This is an optimization exercise on Yosys and OpenROAD, whose aim is small area, not a production implementation. Only simulation tests tie the RTL to the original design; equivalence was not proved.

## delta
Design vstu_top, start of the top module:
module vstu_top (
  input  logic                                             clk_i,
  input  logic                                             rst_ni,
  input  vstu_pkg::store_req_t                             req_i,
  input  logic                                             req_valid_i,
  output logic                                             req_ready_o,
  input  vstu_pkg::done_vec_t                              running_i,
  input  logic [4-1:0][8*8-1:0] operand_i,
  input  logic [4-1:0]                        operand_valid_i,
  output logic [4-1:0]                        operand_ready_o,
  input  vstu_pkg::burst_req_t                             burst_i,
  input  logic                                             burst_valid_i,
  output logic                                             burst_ready_o,
  output vstu_pkg::w_beat_t                                w_o,
  output logic                                             w_valid_o,
  input  logic                                             w_ready_i,
  input  logic                                             b_valid_i,
  output logic                                             b_ready_o,
  output logic                                             store_pending_o,
  output logic                                             store_complete_o,
  output vstu_pkg::done_vec_t                              done_o
);
==> module w_beat_packer, before the edit <==
module w_beat_packer (
  input  logic                 clk_i,
  input  logic                 rst_ni,
  input  vstu_pkg::store_req_t issue_i,
  input  logic                 issue_valid_i,
  output logic                 issue_done_o,
  input  vstu_pkg::vrf_word_t  word_i,
  input  logic                 word_valid_i,
  output logic                 word_ready_o,
  input  vstu_pkg::burst_req_t burst_i,
  input  logic                 burst_valid_i,
  output logic                 burst_ready_o,
  output vstu_pkg::w_beat_t    w_o,
  output logic                 w_valid_o,
  input  logic                 w_ready_i
);
  localparam int unsigned LANES     = 4;
  localparam int unsigned BUS_BYTES = 8;
  localparam int unsigned LANE_W    = 8 * 8;
  localparam int unsigned VL_W      = 8;
  logic [VL_W-1:0]      store_beat_q;
  vstu_pkg::burst_len_t beat_cnt_q;
  logic                 w_valid_q;
  logic [LANE_W-1:0]    w_data_q;
  logic [2:0]           w_top_q;
  logic                 w_last_q;
  logic [VL_W-1:0]      vl_m1;
  logic [VL_W-1:0]      last_beat;
  logic [2:0]           tail_top;
  logic                 store_end;
  logic                 burst_end;
  logic                 slot_free;
  logic                 beat_fire;
  logic [2:0]           top_d;
  logic [BUS_BYTES-1:0] strb_d;
  logic [LANES-1:0]     lane_sel;
  assign vl_m1 = issue_i.vl - 1'b1;
  always_comb begin : p_size
    unique case (issue_i.vsew)
      vstu_pkg::VSEW_8: begin
        last_beat = {3'b000, vl_m1[VL_W-1:3]};
        tail_top  = vl_m1[2:0];
      end
      vstu_pkg::VSEW_16: begin
        last_beat = {2'b00, vl_m1[VL_W-1:2]};
        tail_top  = {vl_m1[1:0], 1'b1};
      end
      vstu_pkg::VSEW_32: begin
        last_beat = {1'b0, vl_m1[VL_W-1:1]};
        tail_top  = {vl_m1[0], 2'b11};
      end
      default: begin
        last_beat = vl_m1;
        tail_top  = 3'b111;
      end
    endcase
  end
  assign store_end = (store_beat_q == last_beat);
  assign burst_end = (beat_cnt_q == burst_i.len);
  assign top_d     = store_end ? tail_top : 3'b111;
  assign slot_free = !w_valid_q || w_ready_i;
  assign beat_fire = issue_valid_i && word_valid_i && burst_valid_i && slot_free;
  assign burst_ready_o = beat_fire && burst_end;
  assign issue_done_o  = beat_fire && store_end;
  assign word_ready_o  = beat_fire && (store_end || (store_beat_q[1:0] == 2'(LANES - 1)));
  for (genvar b = 0; b < BUS_BYTES; b++) begin : gen_strb
    assign strb_d[b] = (3'(b) <= top_d);
  end
  for (genvar l = 0; l < LANES; l++) begin : gen_sel
    assign lane_sel[l] = (store_beat_q[1:0] == 2'(l));
  end
  logic [LANE_W-1:0] w_data_d;
  always_comb begin : p_data
    for (int b = 0; b < BUS_BYTES; b++) begin
      w_data_d[8*b +: 8] = {8{!slot_free}} & w_data_q[8*b +: 8];
      for (int l = 0; l < LANES; l++) begin
        w_data_d[8*b +: 8] = w_data_d[8*b +: 8] |
          ({8{slot_free && lane_sel[l] && strb_d[b]}} & word_i[LANE_W*l + 8*b +: 8]);
      end
    end
  end
  always_ff @(posedge clk_i or negedge rst_ni) begin
    if (!rst_ni) begin
      store_beat_q <= '0;
      beat_cnt_q   <= '0;
      w_valid_q    <= 1'b0;
    end else begin
      if (beat_fire) begin
        store_beat_q <= store_end ? '0 : store_beat_q + 1'b1;
        beat_cnt_q   <= burst_end ? '0 : beat_cnt_q + 1'b1;
      end
      w_valid_q <= beat_fire || (w_valid_q && !w_ready_i);
    end
  end
  always_ff @(posedge clk_i) begin
    w_data_q <= w_data_d;
    if (slot_free) begin
      w_top_q  <= top_d;
      w_last_q <= burst_end;
    end
  end
  for (genvar b = 0; b < BUS_BYTES; b++) begin : gen_strb_o
    assign w_o.strb[b] = (3'(b) <= w_top_q);
  end
  assign w_o.data  = w_data_q;
  assign w_o.last  = w_last_q;
  assign w_valid_o = w_valid_q;
endmodule
==> flow/config.mk <==
export PLATFORM = sky130hd
export DESIGN_NAME = vstu_top
export DESIGN_NICKNAME = vstu_top
export VERILOG_FILES = /design/flow/design.v
export SDC_FILE = /design/flow/constraint.sdc
export NUM_CORES = 4
export LEC_CHECK = 0
export CAP_MARGIN = 20
export CORE_MARGIN = 2
export CORE_UTILIZATION = 40
export SLEW_MARGIN = 20
==> flow/constraint.sdc <==
create_clock -name core_clock -period 8.0 [get_ports {clk_i}]
set_input_delay 1.6000 -clock core_clock [delete_from_list [all_inputs] [get_ports {clk_i}]]
set_output_delay 1.6000 -clock core_clock [all_outputs]
set_load 0.01 [all_outputs]
standard.sh (not shown) runs the stock make flow with config.mk's settings and CLKGATE_MAP_FILE= SYNTH_SCRIPT=/design/flow/synth_recipe.tcl, a recipe that flattens the netlist after the stock synthesis.
==> flow/flow/run.sh <==
#!/bin/bash
# Layout flow: the standard ORFS flow (standard.sh) with three changes:
#  - synthesis is synth_recipe.tcl unchanged except that Yosys's abc call maps the
#    combinational logic with flow/abc_area.script (area-oriented) instead of ORFS's
#    speed script; flip-flop mapping, flattening and renaming are untouched
#  - port buffers use the smallest buffer cell
#  - the clock tree uses clkbuf_8 sink clusters and no dummy loads
# Each tool's output goes to a log file in this folder.
set -euo pipefail
HERE=$(pwd)
ABC_SCRIPT=$HERE/flow/abc_area.script
source $HERE/flow/settings.sh

# ORFS synth.tcl with the abc script argument replaced
sed 's#^\(\s*\)log_cmd abc {\*}$abc_args#\1set abc_args [lreplace $abc_args 1 1 '"$ABC_SCRIPT"']\n&#' \
  $FLOW_HOME/scripts/synth.tcl > $HERE/synth_area.tcl
grep -q "lreplace \$abc_args 1 1 $ABC_SCRIPT" $HERE/synth_area.tcl
sed 's#source $::env(SCRIPTS_DIR)/synth.tcl#source '"$HERE"'/synth_area.tcl#' \
  $HERE/synth_recipe.tcl > $HERE/synth_recipe_area.tcl
grep -q "source $HERE/synth_area.tcl" $HERE/synth_recipe_area.tcl

export BUFFER_PORTS_ARGS="-buffer_cell sky130_fd_sc_hd__buf_1"
export CTS_ARGS="-sink_clustering_enable -repair_clock_nets -dont_use_dummy_load $CTS_EXTRA"
bash standard.sh SYNTH_SCRIPT=$HERE/synth_recipe_area.tcl finish > $HERE/standard.log 2>&1
==> flow/flow/abc_area.script <==
&get -n
&st
&dch
&nf -a
&put
topo
stime -c
==> flow/flow/settings.sh <==
CTS_EXTRA="-buf_list sky130_fd_sc_hd__clkbuf_8 -sink_clustering_size 16 -sink_clustering_max_diameter 60"
delta reached the end of the flow, and the finished layout is clean on the timing, design-rule and antenna checks.
The inputs of ember differ from those of delta as listed below.
--- a/flow/design.v
+++ b/flow/design.v
@@ -213,22 +213,28 @@
       end
     end
   end
   always_ff @(posedge clk_i or negedge rst_ni) begin
     if (!rst_ni) begin
-      store_beat_q <= '0;
-      beat_cnt_q   <= '0;
-      w_valid_q    <= 1'b0;
+      w_valid_q <= 1'b0;
     end else begin
-      if (beat_fire) begin
-        store_beat_q <= store_end ? '0 : store_beat_q + 1'b1;
-        beat_cnt_q   <= burst_end ? '0 : beat_cnt_q + 1'b1;
-      end
       w_valid_q <= beat_fire || (w_valid_q && !w_ready_i);
     end
   end
   always_ff @(posedge clk_i) begin
+    if (!issue_valid_i || (beat_fire && store_end)) begin
+      store_beat_q <= '0;
+    end else if (beat_fire) begin
+      store_beat_q <= store_beat_q + 1'b1;
+    end
+    if (!issue_valid_i || (beat_fire && burst_end)) begin
+      beat_cnt_q <= '0;
+    end else if (beat_fire) begin
+      beat_cnt_q <= beat_cnt_q + 1'b1;
+    end
+  end
+  always_ff @(posedge clk_i) begin
     w_data_q <= w_data_d;
     if (slot_free) begin
       w_top_q  <= top_d;
       w_last_q <= burst_end;
     end
Notes after the runs:
- Looking only at non-clock buffer count, and setting everything else aside, the higher value of delta and ember goes to delta.
- Looking at the reports, ember completed the entire flow and the layout it produced met the timing, design-rule and antenna checks.
- Any difference in summed instance area of the synthesized netlist between delta and ember is small enough to ignore.
- Between delta and ember, the clock buffer count in the final layout does not differ in any meaningful way.
- For the critical path depth, ember came in 1 higher than delta did.
- Any difference in die area between ember and delta is small enough to ignore.

[port drivers added, routing unchanged]
In the flow no input, the clock included, has a driving cell. The finished layouts below were timed again as built, in two steps. Step 1 assumes that a clkbuf_16 drives the clock port and a buf_2 every other input. Step 2 adds t to the input delays and takes it off the output delays; t is the mean of the earliest and latest rising clock arrival at the registers after step 1. Input paths then give back, and output paths get back, about the clock's delay inside the block. Slacks: ideal / step 1 / step 2; pairs: ideal / step 1.
run	shift t [ns]	slack for setup (ns)	worst register clock-pin slew, ns
delta	0.621	2.231 / 2.231 / 2.231	0.10 / 0.10
ember	0.625	2.381 / 2.381 / 2.381	0.10 / 0.10
After both steps every run listed still meets setup and hold.
